From an optimization exercise on the open Yosys and OpenROAD flow, aimed at a short achievable clock period and few clock cycles; shortcuts taken in it are not production practice. The RTL was checked by simulation tests, not by an equivalence proof against the original design. No activity file was given, so power comes from the tool's default toggle rates.

==> design/flow/design.v <==
package isa_pkg;
        typedef logic [32-1:0] word_t;
        typedef logic [$clog2(32)-1:0] reg_idx_t;
        typedef logic [6:0] opcode_t;
        typedef enum logic [2:0] {
                R_TYPE, I_TYPE, S_TYPE, B_TYPE, U_TYPE, J_TYPE, HALT_TYPE
        } encoding_t;
        localparam opcode_t OP_LOAD   = 7'b0000011;
        localparam opcode_t OP_IMM    = 7'b0010011;
        localparam opcode_t OP_AUIPC  = 7'b0010111;
        localparam opcode_t OP_STORE  = 7'b0100011;
        localparam opcode_t OP_REG    = 7'b0110011;
        localparam opcode_t OP_LUI    = 7'b0110111;
        localparam opcode_t OP_BRANCH = 7'b1100011;
        localparam opcode_t OP_JALR   = 7'b1100111;
        localparam opcode_t OP_JAL    = 7'b1101111;
        localparam opcode_t OP_HALT   = 7'b1111111;
        localparam word_t INSTR_LUI   = 32'b???????_?????_?????_???_?????_0110111;
        localparam word_t INSTR_AUIPC = 32'b???????_?????_?????_???_?????_0010111;
        localparam word_t INSTR_JAL   = 32'b???????_?????_?????_???_?????_1101111;
        localparam word_t INSTR_JALR  = 32'b???????_?????_?????_000_?????_1100111;
        localparam word_t INSTR_BEQ   = 32'b???????_?????_?????_000_?????_1100011;
        localparam word_t INSTR_BNE   = 32'b???????_?????_?????_001_?????_1100011;
        localparam word_t INSTR_BLT   = 32'b???????_?????_?????_100_?????_1100011;
        localparam word_t INSTR_BGE   = 32'b???????_?????_?????_101_?????_1100011;
        localparam word_t INSTR_BLTU  = 32'b???????_?????_?????_110_?????_1100011;
        localparam word_t INSTR_BGEU  = 32'b???????_?????_?????_111_?????_1100011;
        localparam word_t INSTR_LB    = 32'b???????_?????_?????_000_?????_0000011;
        localparam word_t INSTR_LH    = 32'b???????_?????_?????_001_?????_0000011;
        localparam word_t INSTR_LW    = 32'b???????_?????_?????_010_?????_0000011;
        localparam word_t INSTR_LBU   = 32'b???????_?????_?????_100_?????_0000011;
        localparam word_t INSTR_LHU   = 32'b???????_?????_?????_101_?????_0000011;
        localparam word_t INSTR_SB    = 32'b???????_?????_?????_000_?????_0100011;
        localparam word_t INSTR_SH    = 32'b???????_?????_?????_001_?????_0100011;
        localparam word_t INSTR_SW    = 32'b???????_?????_?????_010_?????_0100011;
        localparam word_t INSTR_ADDI  = 32'b???????_?????_?????_000_?????_0010011;
        localparam word_t INSTR_SLTI  = 32'b???????_?????_?????_010_?????_0010011;
        localparam word_t INSTR_SLTIU = 32'b???????_?????_?????_011_?????_0010011;
        localparam word_t INSTR_XORI  = 32'b???????_?????_?????_100_?????_0010011;
        localparam word_t INSTR_ORI   = 32'b???????_?????_?????_110_?????_0010011;
        localparam word_t INSTR_ANDI  = 32'b???????_?????_?????_111_?????_0010011;
        localparam word_t INSTR_SLLI  = 32'b0000000_?????_?????_001_?????_0010011;
        localparam word_t INSTR_SRLI  = 32'b0000000_?????_?????_101_?????_0010011;
        localparam word_t INSTR_SRAI  = 32'b0100000_?????_?????_101_?????_0010011;
        localparam word_t INSTR_ADD   = 32'b0000000_?????_?????_000_?????_0110011;
        localparam word_t INSTR_SUB   = 32'b0100000_?????_?????_000_?????_0110011;
        localparam word_t INSTR_SLL   = 32'b0000000_?????_?????_001_?????_0110011;
        localparam word_t INSTR_SLT   = 32'b0000000_?????_?????_010_?????_0110011;
        localparam word_t INSTR_SLTU  = 32'b0000000_?????_?????_011_?????_0110011;
        localparam word_t INSTR_XOR   = 32'b0000000_?????_?????_100_?????_0110011;
        localparam word_t INSTR_SRL   = 32'b0000000_?????_?????_101_?????_0110011;
        localparam word_t INSTR_SRA   = 32'b0100000_?????_?????_101_?????_0110011;
        localparam word_t INSTR_OR    = 32'b0000000_?????_?????_110_?????_0110011;
        localparam word_t INSTR_AND   = 32'b0000000_?????_?????_111_?????_0110011;
        localparam word_t INSTR_HALT  = 32'b???????_?????_?????_???_?????_1111111;
endpackage
package ctrl_pkg;
        typedef enum logic [3:0] {
                ALU_ADD,
                ALU_SUB,
                ALU_AND,
                ALU_OR,
                ALU_XOR,
                ALU_SHIFT_LEFT,
                ALU_SHIFT_RIGHT,
                ALU_SHIFT_RIGHT_AR,
                ALU_LESS_THAN_SIGNED,
                ALU_LESS_THAN_UNSIGNED,
                ALU_EQUAL
        } alu_op_t;
        typedef enum logic [2:0] {
                MEM_NONE,
                MEM_BYTE,
                MEM_HALF_WORD,
                MEM_FULL_WORD,
                MEM_BYTE_U,
                MEM_HALF_WORD_U
        } mem_size_t;
        typedef enum logic [2:0] {
                FETCH,
                FETCH_RELEASE,
                EXECUTE,
                MEM,
                MEM_RELEASE,
                WRITE_BACK,
                HALTED  
        } core_state_t;
endpackage
`timescale 1ns/1ps
module reg_file (
        input  logic        clk,
        input  logic        arst_n,
        input  logic [31:0] rs1_oh,
        input  logic [31:0] rs2_oh,
        input  logic [31:0] rd_oh,
        input  logic        we,
        input  logic [31:0] wdata,
        output logic [31:0] rdata1,
        output logic [31:0] rdata2
);
        logic [31:0] regs [1:31];
        always_ff @(posedge clk or negedge arst_n) begin
                if (!arst_n) begin
                        for (int i = 1; i < 32; i++) regs[i] <= '0;
                end else begin
                        for (int i = 1; i < 32; i++)
                                if (we && rd_oh[i]) regs[i] <= wdata;
                end
        end
        always_comb begin
                rdata1 = '0;
                rdata2 = '0;
                for (int i = 1; i < 32; i++) begin
                        rdata1 = rdata1 | (regs[i] & {32{rs1_oh[i]}});
                        rdata2 = rdata2 | (regs[i] & {32{rs2_oh[i]}});
                end
        end
endmodule
`timescale 1ns/1ps
module core (
        input  logic                clk,
        input  logic                arst_n,
        output logic                mem_req,
        output logic                mem_we,
        output logic [31:0]         mem_addr,
        output logic [31:0]         mem_wdata,
        output logic [2:0]          mem_size,
        input  logic                mem_ack,
        input  logic [31:0]         mem_rdata,
        output logic                halted
);
        localparam int CI  = 5;             
        localparam int NC  = 1 << CI;       
        localparam int TW  = 30 - CI;       
        localparam int PFW = 24;            
        localparam int DI  = 4;             
        localparam int ND  = 1 << DI;       
        localparam int DW  = 30 - DI;       
        localparam logic [1:0] B_IDLE = 2'd0, B_REQ = 2'd1, B_REL = 2'd2;
        localparam logic [1:0] K_FETCH = 2'd0, K_LOAD = 2'd1, K_STORE = 2'd2;
        logic [1:0]  bst, bkind;
        logic        req_q, we_q;
        logic [31:0] addr_q, wdata_q;
        logic [2:0]  size_q;
        logic [31:0] fpc, pf_addr, fpc_n, pf_n;
        logic [NC-1:0] f_oh, p_oh;          
        logic [31:0] addr_i;                
        logic        d_valid, x_valid, x_ldw, inv_pend, halt_q;
        logic        x_ph, dh_q;           
        logic [31:0] dw_q;                  
        logic [31:0]   c_data [NC];
        logic [TW-1:0] c_tag  [NC];
        logic [NC-1:0] c_val;
        logic [31:0]   dc_data [ND];
        logic [DW-1:0] dc_tag  [ND];
        logic [3:0]    dc_bv   [ND];
        assign mem_req   = req_q;
        assign mem_we    = we_q;
        assign mem_addr  = addr_q;
        assign mem_wdata = wdata_q;
        assign mem_size  = size_q;
        assign halted    = halt_q;
        typedef struct packed {
                logic        lui, auipc, jal, jalr, br, ld, st, op, halt;
        logic        use1, use2;   
                logic        wr;           
                logic        useb;         
                logic        inv;          
                logic        r_add, r_sll, r_slt, r_sltu, r_xor, r_sr, r_or, r_and;
                logic        sra;
                logic [2:0]  f3;
                logic [4:0]  rd, rs1, rs2;
                logic [31:0] rd_oh, rs1_oh, rs2_oh;
                logic [31:0] imm;          
                logic [31:0] pimm;         
        } dec_t;
        dec_t fd, dd, xx;
        logic [31:0] dpc, dlink, xpc, xlink, xa, xb, xs, xtgt, xaddr;
        logic        x_pred;
        function automatic dec_t decode(input logic [31:0] w);
                dec_t r;
                logic [6:0] op;
                logic [2:0] f3;
                logic [6:0] f7;
                logic opi, opr;
                op = w[6:0];
                f3 = w[14:12];
                f7 = w[31:25];
                r.lui   = op == 7'b0110111;
                r.auipc = op == 7'b0010111;
                r.jal   = op == 7'b1101111;
                r.jalr  = op == 7'b1100111 && f3 == 3'd0;
                r.br    = op == 7'b1100011 && f3 != 3'd2 && f3 != 3'd3;
                r.ld    = op == 7'b0000011 && (f3 == 3'd0 || f3 == 3'd1 || f3 == 3'd2
                                               || f3 == 3'd4 || f3 == 3'd5);
                r.st    = op == 7'b0100011 && (f3 == 3'd0 || f3 == 3'd1 || f3 == 3'd2);
                opi     = op == 7'b0010011 && (f3 == 3'd1 ? f7 == 7'd0
                                             : f3 == 3'd5 ? (f7 == 7'd0 || f7 == 7'h20) : 1'b1);
                opr     = op == 7'b0110011 && (f7 == 7'd0
                                             || (f7 == 7'h20 && (f3 == 3'd0 || f3 == 3'd5)));
                r.op    = opi || opr;
                r.halt  = op == 7'b1111111;
                r.wr    = r.lui || r.auipc || r.jal || r.jalr || r.op;
                r.useb  = opr || r.br;
                r.use1  = !(r.lui || r.auipc || r.jal);
                r.use2  = opr || r.br || r.st;
                r.inv   = (opr && f3 == 3'd0 && f7[5]) || r.br
                          || (r.op && (f3 == 3'd2 || f3 == 3'd3));
                r.r_add  = f3 == 3'd0;
                r.r_sll  = f3 == 3'd1;
                r.r_slt  = f3 == 3'd2;
                r.r_sltu = f3 == 3'd3;
                r.r_xor  = f3 == 3'd4;
                r.r_sr   = f3 == 3'd5;
                r.r_or   = f3 == 3'd6;
                r.r_and  = f3 == 3'd7;
                r.sra   = f7[5];
                r.f3    = f3;
                r.rd    = w[11:7];
                r.rs1   = w[19:15];
                r.rs2   = w[24:20];
                r.rd_oh  = 32'd1 << w[11:7];
                r.rs1_oh = 32'd1 << w[19:15];
                r.rs2_oh = 32'd1 << w[24:20];
                r.imm   = (op[6:4] == 3'b010) ? {{20{w[31]}}, w[31:25], w[11:7]}    
                                : {{20{w[31]}}, w[31:20]};
                if (op[2]) begin
                        if (op[3]) r.pimm = {{12{w[31]}}, w[19:12], w[20], w[30:21], 1'b0};  
                        else r.pimm = {w[31:12], 12'b0};                                    
                end else begin
                        r.pimm = {{20{w[31]}}, w[7], w[30:25], w[11:8], 1'b0};              
                end
                decode = r;
        endfunction
        function automatic logic [32:0] padd(input logic [31:0] a, input logic [31:0] b,
                                             input logic ci);
                logic [31:0] g, p, gg, pp, s;
                g = a & b;
                p = a ^ b;
                gg = g;
                pp = p;
                for (int k = 1; k < 32; k = k * 2) begin
                        for (int i = 31; i >= k; i--) begin
                                gg[i] = gg[i] | (pp[i] & gg[i-k]);
                                pp[i] = pp[i] & pp[i-k];
                        end
                end
                s[0] = p[0] ^ ci;
                for (int i = 1; i < 32; i++) s[i] = p[i] ^ (gg[i-1] | (pp[i-1] & ci));
                padd = {gg[31] | (pp[31] & ci), s};
        endfunction
        function automatic logic [31:0] inc4(input logic [31:0] a);
                logic [31:0] c, r;
                logic [29:0] pa;
                pa = a[31:2];
                for (int k = 1; k < 30; k = k * 2)
                        for (int j = 29; j >= k; j--) pa[j] = pa[j] & pa[j-k];
                c[2] = 1'b1;
                for (int i = 3; i < 32; i++) c[i] = pa[i-3];
                r[1:0] = a[1:0];
                for (int i = 2; i < 32; i++) r[i] = a[i] ^ c[i];
                inc4 = r;
        endfunction
        logic [31:0] rv1, rv2, rf_wdata;
        logic [4:0]  rf_waddr;
        logic        rf_we;
        reg_file u_rf (
                .clk    (clk),
                .arst_n (arst_n),
                .rs1_oh (dd.rs1_oh),
                .rs2_oh (dd.rs2_oh),
                .rd_oh  (xx.rd_oh),
                .we     (rf_we),
                .wdata  (rf_wdata),
                .rdata1 (rv1),
                .rdata2 (rv2)
        );
        logic [31:0] sum, alu, x_wb, x_target;
        logic [32:0] addo;
        logic        co, lt_s, lt_u, eq, taken;
        assign addo = padd(xa, xx.inv ? ~xb : xb, xx.inv);
        assign sum = addo[31:0];
        assign co = addo[32];
        assign lt_u = !co;
        assign lt_s = (xa[31] ^ xb[31]) ? xa[31] : !co;
        assign eq = xa == xb;
        always_comb begin
                alu = '0;
                if (xx.r_add) alu = alu | sum;
                if (xx.r_sll) alu = alu | (xa << xb[4:0]);
                if (xx.r_slt) alu = alu | {31'd0, lt_s};
                if (xx.r_sltu) alu = alu | {31'd0, lt_u};
                if (xx.r_xor) alu = alu | (xa ^ xb);
                if (xx.r_sr) alu = alu | (xx.sra ? 32'($signed(xa) >>> xb[4:0]) : xa >> xb[4:0]);
                if (xx.r_or) alu = alu | (xa | xb);
                if (xx.r_and) alu = alu | (xa & xb);
        end
        always_comb begin
                case (xx.f3)
                        3'd0: taken = eq;
                        3'd1: taken = !eq;
                        3'd4: taken = lt_s;
                        3'd5: taken = !lt_s;
                        3'd6: taken = lt_u;
                        default: taken = !lt_u;
                endcase
        end
        always_comb begin
                if (xx.lui) x_wb = xx.pimm;
                else if (xx.auipc) x_wb = xtgt;
                else if (xx.jal || xx.jalr) x_wb = xlink;
                else x_wb = alu;
        end
        logic [CI-1:0] f_idx, p_idx, a_idx;
        assign f_idx = fpc[CI+1:2];
        assign p_idx = pf_addr[CI+1:2];
        assign a_idx = addr_i[CI+1:2];
        logic f_hit, p_hit, a_hit;
        logic [TW-1:0] f_tag, p_tag;
        logic [31:0] f_data;
        always_comb begin
                f_tag = '0;
                p_tag = '0;
                f_data = '0;
                for (int i = 0; i < NC; i++) begin
                        f_tag = f_tag | (c_tag[i] & {TW{f_oh[i]}});
                        p_tag = p_tag | (c_tag[i] & {TW{p_oh[i]}});
                        f_data = f_data | (c_data[i] & {32{f_oh[i]}});
                end
        end
        assign f_hit = |(c_val & f_oh) && f_tag == fpc[31:CI+2];
        assign p_hit = |(c_val & p_oh) && p_tag == pf_addr[31:CI+2];
        assign a_hit = c_val[a_idx] && c_tag[a_idx] == addr_i[31:CI+2];
        logic bus_free, ack_now, fetch_ack, ld_ack, st_busy;
        assign bus_free  = bst == B_IDLE || (bst == B_REL && !mem_ack);
        assign ack_now   = bst == B_REQ && mem_ack;
        assign fetch_ack = ack_now && bkind == K_FETCH;
        assign ld_ack    = ack_now && bkind == K_LOAD;
        assign st_busy   = bst == B_REQ && bkind == K_STORE && !mem_ack;
        logic x_busy, x_mem, issue_data, st_issue, x_redir, x_done;
        assign x_busy = x_valid && !halt_q;
        assign x_mem = x_busy && ((xx.ld && x_ph && !dh_q && !x_ldw) || xx.st);
        assign issue_data = bus_free && x_mem;
        assign st_issue = issue_data && xx.st;
        assign x_redir = x_busy && ((xx.br && taken != x_pred) || xx.jalr);
        assign x_target = xx.jalr ? {sum[31:1], 1'b0} : taken ? xtgt : xlink;
        always_comb begin
                if (!x_busy || xx.halt) x_done = 1'b0;
                else if (xx.ld) x_done = ld_ack || (x_ph && dh_q);
                else if (xx.st) x_done = bus_free;
                else x_done = 1'b1;
        end
        assign rf_we = (ld_ack && x_valid) || (x_busy && (xx.wr || (xx.ld && x_ph && dh_q)));
        logic [31:0] lw;
        logic [31:0] ld_ext;
        logic [DI-1:0] dx;
        logic [3:0] bmask, dc_bvn;
        logic dc_hit;
        logic [31:0] st_lane, dc_new;
        assign dx = xaddr[DI+1:2];
        always_comb begin
                case (xx.f3[1:0])
                        2'd0: bmask = 4'b0001 << xaddr[1:0];
                        2'd1: bmask = 4'b0011 << xaddr[1:0];
                        default: bmask = 4'b1111;
                endcase
        end
        assign dc_hit = dc_tag[dx] == xaddr[31:DI+2] && (dc_bv[dx] & bmask) == bmask;
        assign st_lane = xs << {xaddr[1:0], 3'b000};
        always_comb begin
                for (int i = 0; i < 4; i++)
                        dc_new[8*i +: 8] = bmask[i] ? st_lane[8*i +: 8] : dc_data[dx][8*i +: 8];
        end
        assign dc_bvn = (dc_tag[dx] == xaddr[31:DI+2] ? dc_bv[dx] : 4'b0000) | bmask;
        assign lw = (ld_ack ? mem_rdata : dw_q) >> {xaddr[1:0], 3'b000};
        always_comb begin
                case (xx.f3)
                        3'd0: ld_ext = {{24{lw[7]}}, lw[7:0]};
                        3'd1: ld_ext = {{16{lw[15]}}, lw[15:0]};
                        3'd4: ld_ext = {24'd0, lw[7:0]};
                        3'd5: ld_ext = {16'd0, lw[15:0]};
                        default: ld_ext = lw;
                endcase
        end
        assign rf_wdata = xx.ld ? ld_ext : x_wb;
        logic hazard, d_adv, d_pred, smc_d;
        logic [31:0] d_tgt;
        assign hazard = x_valid && (xx.wr || xx.ld) && xx.rd != 5'd0
                        && ((dd.use1 && dd.rs1 == xx.rd) || (dd.use2 && dd.rs2 == xx.rd));
        assign d_adv = d_valid && !halt_q && (!x_valid || x_done) && !hazard && !st_issue && !smc_d;
        assign d_pred = dd.jal || (dd.br && dd.pimm[31]);
        assign d_tgt = padd(dpc, dd.pimm, 1'b0);
        assign smc_d = inv_pend && d_valid && addr_i[31:2] == dpc[31:2];
        logic inflight_f, byp, f_load, d_free, f_ok;
        logic [31:0] f_word, fpc4;
        assign inflight_f = bst == B_REQ && bkind == K_FETCH && addr_i[31:2] == fpc[31:2];
        assign byp = fetch_ack && addr_i[31:2] == fpc[31:2];
        assign d_free = !d_valid || d_adv;
        assign f_ok = !inv_pend && (f_hit || byp);
        assign f_load = d_free && f_ok;
        assign f_word = f_hit ? f_data : mem_rdata;
        assign fd = decode(f_word);
        assign fpc4 = inc4(fpc);
        logic [31:0] pf_d;
        logic pf_win, demand, pf_want, issue_fetch, x_holds_ctl;
        assign pf_d = padd(pf_addr, ~fpc, 1'b1);
        assign pf_win = pf_d < PFW * 4;
        assign x_holds_ctl = x_valid && (xx.br || xx.jalr);
        assign demand = !f_hit && !inflight_f && !inv_pend;
        assign pf_want = pf_win && !p_hit;
        assign issue_fetch = bus_free && !x_mem && !halt_q && !x_holds_ctl
                             && (demand || pf_want);
        always_comb begin
                if (issue_fetch) pf_n = demand ? fpc4 : inc4(pf_addr);
                else if (pf_d[31]) pf_n = fpc;
                else if (pf_win && p_hit) pf_n = inc4(pf_addr);
                else pf_n = pf_addr;
                if (x_redir) fpc_n = x_target;
                else if (smc_d) fpc_n = dpc;
                else if (d_adv && d_pred) fpc_n = d_tgt;
                else if (f_load) fpc_n = fpc4;
                else fpc_n = fpc;
        end
        always_ff @(posedge clk or negedge arst_n) begin
                if (!arst_n) begin
                        bst <= B_IDLE;
                        bkind <= K_FETCH;
                        req_q <= 1'b0;
                        we_q <= 1'b0;
                        addr_q <= '0;
                        wdata_q <= '0;
                        size_q <= 3'd3;
                        fpc <= 32'h0000_0000;
                        pf_addr <= 32'h0000_0000;
                        f_oh <= NC'(1);
                        p_oh <= NC'(1);
                        d_valid <= 1'b0;
                        x_valid <= 1'b0;
                        x_ldw <= 1'b0;
                        x_ph <= 1'b0;
                        inv_pend <= 1'b0;
                        halt_q <= 1'b0;
                        c_val <= '0;
                        for (int i = 0; i < ND; i++) dc_bv[i] <= 4'b0000;
                end else begin
                        if (issue_data) begin
                                bst <= B_REQ;
                                req_q <= 1'b1;
                                bkind <= xx.st ? K_STORE : K_LOAD;
                                we_q <= xx.st;
                                addr_q <= xaddr;
                                wdata_q <= xs;
                                size_q <= (xx.f3[1:0] == 2'd0) ? 3'd1 : (xx.f3[1:0] == 2'd1) ? 3'd2 : 3'd3;
                        end else if (issue_fetch) begin
                                bst <= B_REQ;
                                req_q <= 1'b1;
                                bkind <= K_FETCH;
                                we_q <= 1'b0;
                                addr_q <= demand ? fpc : pf_addr;
                                size_q <= 3'd3;
                        end else if (ack_now) begin
                                bst <= B_REL;
                                req_q <= 1'b0;
                        end else if (bus_free) begin
                                bst <= B_IDLE;
                        end
                        pf_addr <= pf_n;
                        p_oh <= NC'(1) << pf_n[CI+1:2];
                        if (fetch_ack) c_val[a_idx] <= 1'b1;
                        if (inv_pend && a_hit) c_val[a_idx] <= 1'b0;
                        if (ld_ack) dc_bv[dx] <= 4'b1111;
                        if (st_issue) dc_bv[dx] <= dc_bvn;
                        inv_pend <= st_issue;
                        fpc <= fpc_n;
                        f_oh <= NC'(1) << fpc_n[CI+1:2];
                        if (x_redir || smc_d || (d_adv && d_pred)) d_valid <= 1'b0;
                        else if (d_free) d_valid <= f_ok;
                        if (x_redir) x_valid <= 1'b0;
                        else if (d_adv) x_valid <= 1'b1;
                        else if (x_done) x_valid <= 1'b0;
                        if (d_adv || x_done) x_ph <= 1'b0;
                        else if (x_busy && xx.ld) x_ph <= 1'b1;
                        if (issue_data && xx.ld) x_ldw <= 1'b1;
                        else if (ld_ack) x_ldw <= 1'b0;
                        if (x_valid && xx.halt && !st_busy) halt_q <= 1'b1;
                end
        end
        always_ff @(posedge clk) begin
                if (fetch_ack) begin
                        c_data[a_idx] <= mem_rdata;
                        c_tag[a_idx] <= addr_i[31:CI+2];
                end
                if (!x_ph) begin
                        dh_q <= dc_hit;
                        dw_q <= dc_data[dx];
                end
                if (ld_ack) begin
                        dc_data[dx] <= mem_rdata;
                        dc_tag[dx] <= xaddr[31:DI+2];
                end
                if (st_issue) begin
                        dc_data[dx] <= dc_new;
                        dc_tag[dx] <= xaddr[31:DI+2];
                end
                if (issue_data) addr_i <= xaddr;
                else if (issue_fetch) addr_i <= demand ? fpc : pf_addr;
                if (d_free) begin
                        dd <= fd;
                        dpc <= fpc;
                        dlink <= fpc4;
                end
                if (d_adv) begin
                        xx <= dd;
                        xpc <= dpc;
                        xlink <= dlink;
                        xa <= rv1;
                        xb <= dd.useb ? rv2 : dd.imm;
                        xs <= rv2;
                        xtgt <= d_tgt;
                        xaddr <= padd(rv1, dd.imm, 1'b0);
                        x_pred <= d_pred;
                end
        end
endmodule
==> design/flow/flow/run.sh <==
#!/bin/bash
# The standard layout (the standard.sh, unchanged steps and synthesis), with timing repair
# asked to leave setup slack beyond the clock period, so it keeps improving the critical paths,
# and port buffers of drive 4 in place of the smallest buffer.
# make's full output goes to flow_make.log here; each ORFS step keeps its own log under orfs/logs.
set -uo pipefail
bash standard.sh SETUP_SLACK_MARGIN=9.5 TNS_END_PERCENT=20 \
        "BUFFER_PORTS_ARGS=-buffer_cell sky130_fd_sc_hd__buf_4" finish > flow_make.log 2>&1
==> design/flow/standard.sh <==
#!/bin/bash
# synth_recipe.tcl (not shown) runs the flow's synth.tcl, then flattens the netlist and writes it again
# the make line also repeats each setting of config.mk as NAME=value (left out here)
make -C /OpenROAD-flow-scripts/flow DESIGN_CONFIG=/design/flow/config.mk WORK_HOME=/design/flow/orfs CLKGATE_MAP_FILE= SYNTH_SCRIPT=/design/flow/synth_recipe.tcl "${@:-finish}"
==> design/flow/config.mk <==
export PLATFORM = sky130hd
export DESIGN_NAME = core
export DESIGN_NICKNAME = core
export VERILOG_FILES = /design/flow/design.v
export SDC_FILE = /design/flow/constraint.sdc
export NUM_CORES = 4
export LEC_CHECK = 0
export CAP_MARGIN = 40
export CELL_PAD_IN_SITES_DETAIL_PLACEMENT = 1
export CELL_PAD_IN_SITES_GLOBAL_PLACEMENT = 2
export CORE_MARGIN = 2
export CORE_UTILIZATION = 30
export PLACE_DENSITY = 0.45
export SLEW_MARGIN = 40
==> design/flow/constraint.sdc <==
create_clock -name core_clock -period 14.0 [get_ports {clk}]
set_input_delay 2.8000 -clock core_clock [delete_from_list [all_inputs] [get_ports {clk}]]
set_output_delay 2.8000 -clock core_clock [all_outputs]
set_load 0.01 [all_outputs]
==> results of run 1 <==
-- flip-flops by register name, indices dropped and copies added, names as in the netlist, 64 cells and up, named ones only --
name and flops:
c_data 1024, u_rf.regs 992, c_tag 800, dc_data 512
dc_tag 416, dd 174, xx 89, dc_bv 64
-- power by group through the flow --
stage / clock network, µW / logic [µW] / registers [µW]
after detailed placement: 0 / 7690 / 16800
after global routing: 16000 / 10900 / 16400
after global placement: 0 / 7460 / 16800
after CTS: 15500 / 9880 / 16400
final: 15300 / 10600 / 16400
after floorplan: 0 / 4160 / 16200
-- layout make-up --
| class | count | area share [%] |
|---|---|---|
| Sequential cell | 4634 | 51.0 |
| Multi-Input combinational cell | 9179 | 29.3 |
| Timing Repair Buffer | 1589 | 7.42 |
| Clock buffer | 763 | 5.95 |
| Tap cell | 9210 | 4.43 |
| Clock inverter | 281 | 1.38 |
| Inverter | 202 | 0.350 |
| Antenna cell | 66 | 0.0634 |
| Timing Repair inverter | 11 | 0.0500 |
-- kinds of logic (layout without fill, tap and decap cells) --
group / Yosys count / in the layout / share of synthesized area [%]
muxes: 1059 / 1062 / 8.92
xor gates and xnor gates: 356 / 356 / 1.51
and+or+nand+nor: 3165 / 3168 / 7.20
adders and majority gates: 197 / 197 / 1.20
DFF: 4634 / 4634 / 64.1
buffers and inverters: 1384 / 2846 / 2.53
AOI/OAI and AO/OA: 4384 / 4395 / 14.6
other: 1 / 67 / 0.00181
-- critical path: cells and delay by family (launching register included) --
family          cells  cell delay [ns]
xor+xnor            1             0.07
flops               1             0.43
fa+ha+maj           1             0.21
buf+inv             2             0.35
compound gates     10             2.85
simple gates        3             1.19
-- stage by stage --
step                hold slack (ns)  setup WS, ns  instance area [µm²]  utilization [%]  std cells
finish                        0.405          8.56               260000             37.8      25900
global route                  0.415          8.50               260000             37.8      25900
CTS                           0.400          8.70               255000             37.0      25600
detailed placement            0.406          6.11               223000             32.4      24000
global placement              0.401          5.73               222000             32.2      24000
floorplan                     0.400          5.07               207000                -      15200
-- worst paths after layout --
check | endpoint | cells after the start
setup / recovery | xaddr[29] | 17
hold / removal | xlink[30] | 0
setup reg to reg | xaddr[29] | 17
hold reg to reg | xlink[30] | 0
max in group asynchronous | u_rf.regs[6][20] | 5
min in group asynchronous | addr_q[25] | 1
-- synth_stat cells (38+ instances only) --
cell type  number  area [µm²]
xor2_1        137        1200
nor3_1        141         706
a222oi_1       67         671
a21oi_1       437        2190
dfrtp_1      1289       32300
mux2_2        294        3310
a22o_1        235        2060
a211oi_1       67         503
mux2i_1       166        1660
nor2b_1        53         332
nand4_1       391        2450
or4_1          87         653
buf_1         166         623
ha_1          195        2440
nor4_1        157         982
mux4_2        599       13500
nand2_1      1249        4690
inv_1         196         736
nor2_1        578        2170
a221oi_1      272        2380
xnor2_1       219        1920
clkbuf_1      994        3730
nand3_1       335        1680
a21o_1         78         586
a22oi_1      1830       13700
a31oi_1        38         238
nand2b_1       43         269
o21ai_0      1065        5330
edfxtp_1     3332      100000
-- metal layers --
| metal | part of all wire, % | vias up | track usage [%] |
|---|---|---|---|
| li1 | - | 62700 | - |
| met4 | 5.5 | 28 | 15.0 |
| met1 | 42 | 89500 | 47.6 |
| met5 | 0.029 | - | 0.273 |
| met3 | 8.3 | 2726 | 7.08 |
| met2 | 44 | 9717 | 52.7 |
-- repair_timing --
action                     in CTS  in global routing
setup endpoints to repair    3612               2716
gates resized for setup      1229                906
gates cloned                   78                 55
pin swaps                     240                332
buffers inserted              505                159
==> run notes, run 1 <==
TNS Setup=0 ns; footprint of the multi-input gates=76400 µm²; router iterations before antenna repair=7; Syn Nets=15400; sequential element share of the synthesized area=64.1%; I/O pins=105; unrepaired setup endpoints after global routing=true; worst hold start=dlink[30]; mean post-synth cell area=13.6 µm²; first-pass GRT wire length=1620000 µm; CTS Hold Bufs=0; dpl hpwl=738000 µm; CP required=14.88 ns; Ys Warns=42; CP startpoint kind=flop; CTS Buffer Depth=4; Synth Instances=15200; H-tree depth reported by CTS=6; f_max=184 MHz; Peak VDD IR=0.000234 V; CP Cell Sequence=buf_12, buf_16, a222oi_1, nand3_1, or4_4, ha_4, or3_4, a2111o_1, a31oi_4, o2111ai_4, a22o_1, o41a_1, a41oi_2, o221ai_2, a21o_1, a21oi_2, xnor2_1; Tmin final=5.44 ns; Post-synth EDFFs=3332; wire per inst=48.3 µm; clk sink count=4634; vias after detailed routing=165000; area overhead of the layout relative to synthesis=25.8%; Arrival @ worst endpoint=6.32 ns; Final Hold Vio Count=0; total gr overflow=0; total power=42300 µW; Sw Share=33.2%; worst-path fanout max=5; CTS buffer count=574; combinational power share=25.1%; gpl congestion=0.904; nets@finish=16400; CP peak stage delay=0.65 ns; Hold Path Class=reg -> reg; Core ar.=689000 µm²; Slowest-stage cell, CP=or4_4; R2R Path Start=dd[106]; maxcap violations=1; clock root buffer=clkbuf_16; ys flop type=edfxtp_1; Worst setup EP type=flop; pins over their slew limit=4; Cell Pwr Density=162 nW/µm²; DIE HEIGHT=835 µm; most common cell after layout, fill and taps aside=edfxtp_1; post-synthesis async set-or-reset flop share=27.9%; status=failed layout checks; IO Port Bufs=103; most frequent cells in the layout=3332 x edfxtp_1, 1815 x a22oi_1, 1203 x dfrtp_1, 1195 x nand2_1, 931 x buf_4; Initial Util=30.0%; synth unique cells=97; drt total wl=1250000 µm; drt via density=6.35; later-pin clock latency in the skew report=1.18 ns; layout cells sized above 1=26.6%; setup violators final=0; cell area after synthesis=207000 µm²; GRT Overall Usage=34.5%; die width=835 µm; kind of critical path=reg -> reg; CTS tree=built; Internal Pwr Total=28300 µW; Fail Reasons=capacitance limit, slew limit; Final Cycle Share=38.8%; Yosys reg bits=4634; Worst-Margin Slew=2.01 ns; Fill cells=69500; Layout Skew=0.0769 ns; initial antenna violation count=116; Flop pwr share=38.8%; Die Area=697000 µm²; FF-to-FF setup slack=8.56 ns; 1st-iter DRT viols=23300; clock-pin slew on the worst setup and hold paths=0.06 ns; num rows=305; P_leak=0.0925 µW; DRC=0; vias in the first global route=162000; Slew HR=-35.1%; Final ANT Viol Nets=0; largest net degree at the start of global routing=138; Clk pwr share=36.1%; total net switching power=14000 µW; Worst Setup SP=dd[106]; storage element area=133000 µm²
Testbench counts, summed over its fixed seeds: cycles 61,421.
==> inputs of run 2 (changes only) <==
==> design/flow/flow/run.sh (replaced) <==
#!/bin/bash
# The standard layout (the standard.sh, unchanged steps and synthesis), with timing repair
# asked to leave setup slack beyond the clock period, so it keeps improving the critical paths,
# without gate cloning (clones left weak drivers with slew violations), and port buffers of
# drive 4 in place of the smallest buffer.
# make's full output goes to flow_make.log here; each ORFS step keeps its own log under orfs/logs.
set -uo pipefail
bash standard.sh SETUP_SLACK_MARGIN=9.5 TNS_END_PERCENT=20 SKIP_GATE_CLONING=1 \
        "BUFFER_PORTS_ARGS=-buffer_cell sky130_fd_sc_hd__buf_4" finish > flow_make.log 2>&1
==> run notes, run 2 <==
most common cell after layout, fill and taps aside=edfxtp_1; nets@finish=16600; Slew HR=28.3%; 1st-iter DRT viols=22900; largest net degree at the start of global routing=138; CP Cell Sequence=buf_8, buf_16, buf_4, a22oi_1, nand4_1, or4_4, ha_1, inv_1, o21bai_1, a2111o_1, a31oi_4, o2111ai_4, a22o_1, o41a_1, a41oi_2, o221ai_2, a21o_1, a21oi_2, xnor2_1; Post-synth EDFFs=3332; Die Area=697000 µm²; Most flops, register=c_data; CTS Hold Bufs=0; kind of critical path=reg -> reg; Initial Util=30.0%; unrepaired setup endpoints after global routing=true; num rows=305; setup violators final=0; clk sink count=4634; clock root buffer=clkbuf_16; Peak VDD IR=0.000332 V; Worst setup EP type=flop; Slowest-stage cell, CP=or4_4; Tmin final=5.45 ns; commonest cells in the netlist=3332 x edfxtp_1, 1830 x a22oi_1, 1289 x dfrtp_1; initial antenna violation count=115; vias in the first global route=163000; IO Port Bufs=103; DRC=0; f_max=184 MHz; synth unique cells=97; Arrival @ worst endpoint=6.32 ns; vias after detailed routing=165000; I/O pins=105; most frequent cells in the layout=3332 x edfxtp_1, 1806 x a22oi_1, 1204 x dfrtp_1, 1189 x nand2_1, 1000 x buf_4; DIE HEIGHT=835 µm; cell area after synthesis=207000 µm²; synth top area cells=edfxtp_1 48%, dfrtp_1 16%, a22oi_1 6.6%; Final Hold Vio Count=0; CP startpoint kind=flop; GRT Overall Usage=34.6%; top cell type's share of synthesized area=48.3%; CP peak stage delay=0.62 ns; post-synthesis async set-or-reset flop share=27.9%; TNS Setup=0 ns; total power=42500 µW; Hold Path Class=reg -> reg; status=finished clean; P_leak=0.0932 µW; CTS buffer count=574; Cell Pwr Density=162 nW/µm²; CP required=14.87 ns; clock-pin slew on the worst setup and hold paths=0.06 ns; CTS tree=built; Final Cycle Share=38.9%; Ys Warns=42; drt total wl=1260000 µm; dpl hpwl=738000 µm; Top delay family on crit path=compound AO/OA/AOI/OAI gates; CTS Buffer Depth=4; total gr overflow=0; FF-to-FF path depth=19; mean post-synth cell area=13.6 µm²; Worst-Margin Slew=1.08 ns; pins over their slew limit=0; ys flop type=edfxtp_1; first-pass GRT wire length=1620000 µm; dominant cell type by area after synthesis=edfxtp_1; most common cell in the netlist=edfxtp_1; gpl congestion=0.904; Final ANT Viol Nets=0; H-tree depth reported by CTS=6; wire per inst=48.2 µm; Buf/Inv on CP=4; Syn Nets=15400; maxcap violations=0; die width=835 µm; Largest regs=c_data: 1024 flops, u_rf.regs: 992 flops, c_tag: 800 flops; worst-path fanout max=8; Layout Skew=0.0889 ns; max reg flops=1024; area overhead of the layout relative to synthesis=26.5%; Synth Instances=15200; drt via density=6.32; number of cells on the critical path=19; Yosys reg bits=4634; layout cells sized above 1=27.1%; Core ar.=689000 µm²; router iterations before antenna repair=7; later-pin clock latency in the skew report=1.18 ns; sequential element share of the synthesized area=64.1%; hold path depth=0
[run 2: cell types whose count changed in the layout (fill, tap and decap cells not counted), sizes merged, moves of 3 or more]
| cell | previous run | this run |
|---|---|---|
| mux2 | 297 | 294 |
| buf | 1519 | 1745 |
| inv | 207 | 197 |
| o31a | 7 | 4 |
| bufbuf | 34 | 2 |
| clkbuf | 799 | 771 |
| o21a | 40 | 34 |
| diode | 66 | 44 |
[run 2: logic make-up (layout without fill, tap and decap cells)]
family / count (synthesis) / count (layout) / share of synthesized area [%]
fa+ha+maj: 197 / 197 / 1.20
simple gates: 3165 / 3165 / 7.20
buf+inv: 1384 / 3001 / 2.53
xor+xnor: 356 / 356 / 1.51
flops: 4634 / 4634 / 64.1
mux: 1059 / 1059 / 8.92
other cells: 1 / 45 / 0.00181
compound gates: 4384 / 4384 / 14.6
[run 2: where the power goes]
part | internal (µW) | switching (µW)
sequential | 15500 | 863
clock | 8770 | 6510
combinational | 4060 | 6710
total | 28400 | 14100
[run 2: what timing repair did]
action	CTS	global route
setup buffers	672	265
hold endpoints to repair	0	0
cloned	0	0
pin swaps	268	247
resized for setup	1330	945
endpoints found under the setup margin	3612	2871
[run 2: stage by stage]
step	setup slack (ns)	utilization, %	cells	cell area [µm²]	hold slack [ns]
after CTS	8.70	37.1	25700	256000	0.400
after global placement	5.73	32.2	24000	222000	0.401
after global routing	8.38	38.0	26000	262000	0.421
after floorplan	5.07	-	15200	207000	0.400
final	8.55	38.0	26100	262000	0.406
after detailed placement	6.11	32.4	24000	223000	0.406
[run 2: worst paths after layout]
path / slack [ns] / endpoint / start
worst max-delay path: 8.55 / xaddr[29] / dd[104]
worst max register to register: 8.55 / xaddr[29] / dd[104]
max in group asynchronous: 9.95 / u_rf.regs[6][20] / arst_n
worst min register to register: 0.41 / xx[151] / dd[151]
worst min-delay path: 0.41 / xx[151] / dd[151]
min in group asynchronous: 1.61 / addr_q[3] / arst_n
[run 2: per-layer routing]
| metal | up-vias | track usage, % | wire length [µm] |
|---|---|---|---|
| met5 | - | 0.0410 | 639 |
| met2 | 9722 | 52.7 | 547000 |
| met3 | 2752 | 7.53 | 109000 |
| met4 | 60 | 15.1 | 70800 |
| li1 | 62900 | - | - |
| met1 | 89200 | 47.7 | 528000 |
[run 2: final cells by class]
class | instances | area [µm²]
Antenna cell | 44 | 110
Clock buffer | 763 | 15500
Clock inverter | 281 | 3600
Fill cell | 69400 | 427000
Inverter | 202 | 903
Multi-Input combinational cell | 9162 | 76300
Sequential cell | 4634 | 133000
Tap cell | 9210 | 11500
Timing Repair Buffer | 1755 | 21100
==> inputs of run 3 (changes only) <==
==> design/flow/run.sh (new file) <==
#!/bin/bash
# synth_recipe.tcl (not shown) runs the flow's synth.tcl, then flattens the netlist and writes it again
# the make line also repeats each setting of config.mk as NAME=value (left out here)
make -C /OpenROAD-flow-scripts/flow DESIGN_CONFIG=/design/flow/config.mk WORK_HOME=/design/flow/orfs CLKGATE_MAP_FILE= SYNTH_SCRIPT=/design/flow/synth_recipe.tcl finish
--- a/design/flow/config.mk
+++ b/design/flow/config.mk
@@ -11,4 +11,5 @@
 export CORE_MARGIN = 2
 export CORE_UTILIZATION = 30
 export PLACE_DENSITY = 0.45
+export SETUP_SLACK_MARGIN = 5
 export SLEW_MARGIN = 40
removed: design/flow/flow/run.sh
removed: design/flow/standard.sh
==> run notes, run 3 <==
vias after detailed routing=159000; largest net degree at the start of global routing=138; status=finished clean; clock root buffer=clkbuf_16; Worst-Margin Slew=1.04 ns; most common cell after layout, fill and taps aside=edfxtp_1; nets@finish=15600; worst-path fanout max=22; DIE HEIGHT=835 µm; Syn Nets=15400; CP startpoint kind=flop; num rows=305; 1st-iter DRT viols=22200; Layout Skew=0.111 ns; dominant cell type by area after synthesis=edfxtp_1; Slowest-stage cell, CP=or4_1; Fill cells=70800; Core ar.=689000 µm²; TNS Setup=0 ns; Ys Warns=42; Buf/Inv on CP=1; unrepaired setup endpoints after global routing=false; Final Cycle Share=54.3%; Largest regs=c_data: 1024 flops, u_rf.regs: 992 flops, c_tag: 800 flops; FF-to-FF setup slack=6.40 ns; Post-CTS Repair Setup Buffers=0; CP required=14.79 ns; H-tree depth reported by CTS=6; top cell type's share of synthesized area=48.3%; most frequent CP cell=a21oi_1; drt via density=6.31; DRC=0; Top delay family on crit path=compound AO/OA/AOI/OAI gates; CTS tree=built; Gates resized, CTS repair=0; Tmin final=7.60 ns; initial antenna violation count=121; clock-pin slew on the worst setup and hold paths=0.06 ns; Cells after DPL=24000; later-pin clock latency in the skew report=1.13 ns; Final Hold Vio Count=0; drt total wl=1170000 µm; vias in the first global route=157000; footprint of the multi-input gates=70900 µm²; CTS Hold Bufs=0; Yosys reg bits=4634; Synth Instances=15200; Cell Pwr Density=162 nW/µm²; Post-Layout Cell Count=25100; die width=835 µm; Worst setup EP type=flop; CTS buffer count=575; area overhead of the layout relative to synthesis=17.1%; Die Area=697000 µm²; Hold Path Class=reg -> reg; FF-to-FF path depth=18; Slew HR=30.9%; maxcap violations=0; gpl congestion=0.902; Final ANT Viol Nets=0; P_leak=0.0848 µW; clk sink count=4634; dpl hpwl=726000 µm; synth unique cells=97; post-synthesis async set-or-reset flop share=27.9%; I/O pins=105; CP peak stage delay=0.91 ns; synth top area cells=edfxtp_1 48%, dfrtp_1 16%, a22oi_1 6.6%; hold-critical path endpoint=xx[159]; kind of critical path=reg -> reg; worst hold start=dd[159]; most common cell in the netlist=edfxtp_1; cell area after synthesis=207000 µm²; max reg flops=1024; layout cells sized above 1=17.9%; Arrival @ worst endpoint=8.39 ns; setup violators final=0; total gr overflow=0; commonest cells in the netlist=3332 x edfxtp_1, 1830 x a22oi_1, 1289 x dfrtp_1; total power=39300 µW; router iterations before antenna repair=10; Post-synth EDFFs=3332; f_max=132 MHz; ys flop type=edfxtp_1; sequential element share of the synthesized area=64.1%; Most flops, register=c_data; Reg2Reg Capture Point=xaddr[28]; wire per inst=46.7 µm; most frequent cells in the layout=3332 x edfxtp_1, 1829 x a22oi_1, 1227 x dfrtp_1, 1215 x nand2_1, 1026 x o21ai_0; GRT Overall Usage=32.8%; IO Port Bufs=103; pins over their slew limit=0; mean post-synth cell area=13.6 µm²; first-pass GRT wire length=1540000 µm; CTS Buffer Depth=4; Initial Util=30.0%; Peak VDD IR=0.000182 V; R2R Path Start=dd[110]; storage element area=133000 µm²; CP Cell Sequence=buf_4, a22oi_1, nand3_1, or4_1, ha_1, fa_1, a21oi_1, o21bai_1, a21oi_1, o21ai_0, a21o_1, a41o_1, a2111oi_0, o21ai_0, o41ai_1, o2111ai_1, a21oi_1, xnor2_1; hold path depth=0
[run 3: cells by family (layout without fill, tap and decap cells)]
kind of cell | Yosys count | count (layout) | synth area share [%]
multiplexers | 1059 | 1059 | 8.92
buffers and inverters | 1384 | 2066 | 2.53
AND/OR/NAND/NOR | 3165 | 3165 | 7.20
other | 1 | 64 | 0.00181
flip-flops | 4634 | 4634 | 64.1
adder cells (fa/ha/maj) | 197 | 197 | 1.20
XOR/XNOR | 356 | 356 | 1.51
AO/OA/AOI/OAI | 4384 | 4384 | 14.6
[run 3: area by class of cell]
type	instances	share of cell area [%]
Clock buffer	770	6.52
Sequential cell	4634	54.8
Tap cell	9210	4.76
Inverter	202	0.314
Multi-Input combinational cell	9162	29.2
Clock inverter	270	1.19
Timing Repair Buffer	824	3.13
Antenna cell	63	0.0651
[run 3: power breakdown]
part           switching, µW  total [µW]  leakage [µW]  internal [µW]
combinational           5330        7890        0.0278           2560
clock                   6430       15000       0.00906           8540
sequential               925       16500        0.0480          15500
[run 3: worst max-delay path by stage]
stage	startpoint	to	slack, ns	cells after the start
floorplan	mem_ack	dc_data[6][0]	4.79	8
global placement	mem_ack	f_oh[15]	5.12	17
detailed placement	mem_ack	f_oh[7]	5.30	17
CTS	xb[0]	f_oh[7]	6.26	17
global route	xb[0]	f_oh[12]	5.92	19
finish	dd[110]	xaddr[28]	6.40	18
[run 3: per-layer routing]
layer  routed length [µm]  vias up  track usage [%]
met2               519000     9305             50.3
li1                     -    60900                -
met3                93900     2535             6.64
met5                  445        -           0.0547
met1               505000    85800             45.6
met4                56500       50             12.9
[run 3: through the flow]
| step | area [µm²] | setup slack, ns | hold WS [ns] | utilization, % |
|---|---|---|---|---|
| 2_1_floorplan | 207000 | 4.79 | 0.400 | - |
| 3_3_place_gp | 222000 | 5.12 | 0.404 | 32.2 |
| 3_5_place_dp | 223000 | 5.30 | 0.405 | 32.4 |
| 4_1_cts | 242000 | 6.26 | 0.416 | 35.1 |
| 5_1_grt | 242000 | 5.92 | 0.424 | 35.2 |
| 6_report | 242000 | 6.40 | 0.414 | 35.2 |
[run 3: worst reg2reg max path: cells and delay by family (launching register included)]
kind	cells	cell delay [ns]
AO/OA/AOI/OAI	12	3.90
XOR/XNOR	1	0.30
adder cells (fa/ha/maj)	2	0.91
buffers and inverters	1	0.51
flip-flops	1	0.63
AND/OR/NAND/NOR	2	1.01

port drivers added, routing unchanged:
No port has a modelled driver above. Below, the same layouts with a new extraction and two added sets of constraints. Step 1: set_driving_cell puts a clkbuf_16 on clk and a buf_2 on each other input, an assumption about the parent block. Step 2 adds t to the input delays and takes it off the output delays; t is the mean of the earliest and latest rising clock arrival at the registers after step 1. Input paths then give back, and output paths get back, about the clock's delay inside the block. Three values: ideal, step 1, step 2; two values: the first two.
run | t, ns | setup slack, ns | worst register clock-pin slew, ns | cell pins on the clock port's net
run 1 | 1.249 | 8.563 / 8.563 / 7.473 | 0.07 / 0.07 | 1
run 2 | 1.244 | 8.553 / 8.553 / 7.431 | 0.07 / 0.07 | 1
run 3 | 1.215 | 6.398 / 6.398 / 5.524 | 0.06 / 0.06 | 1
For run 2, which loses most, drivers alone change the setup slack by 0.000 ns; drivers and shift together by -1.122 ns.
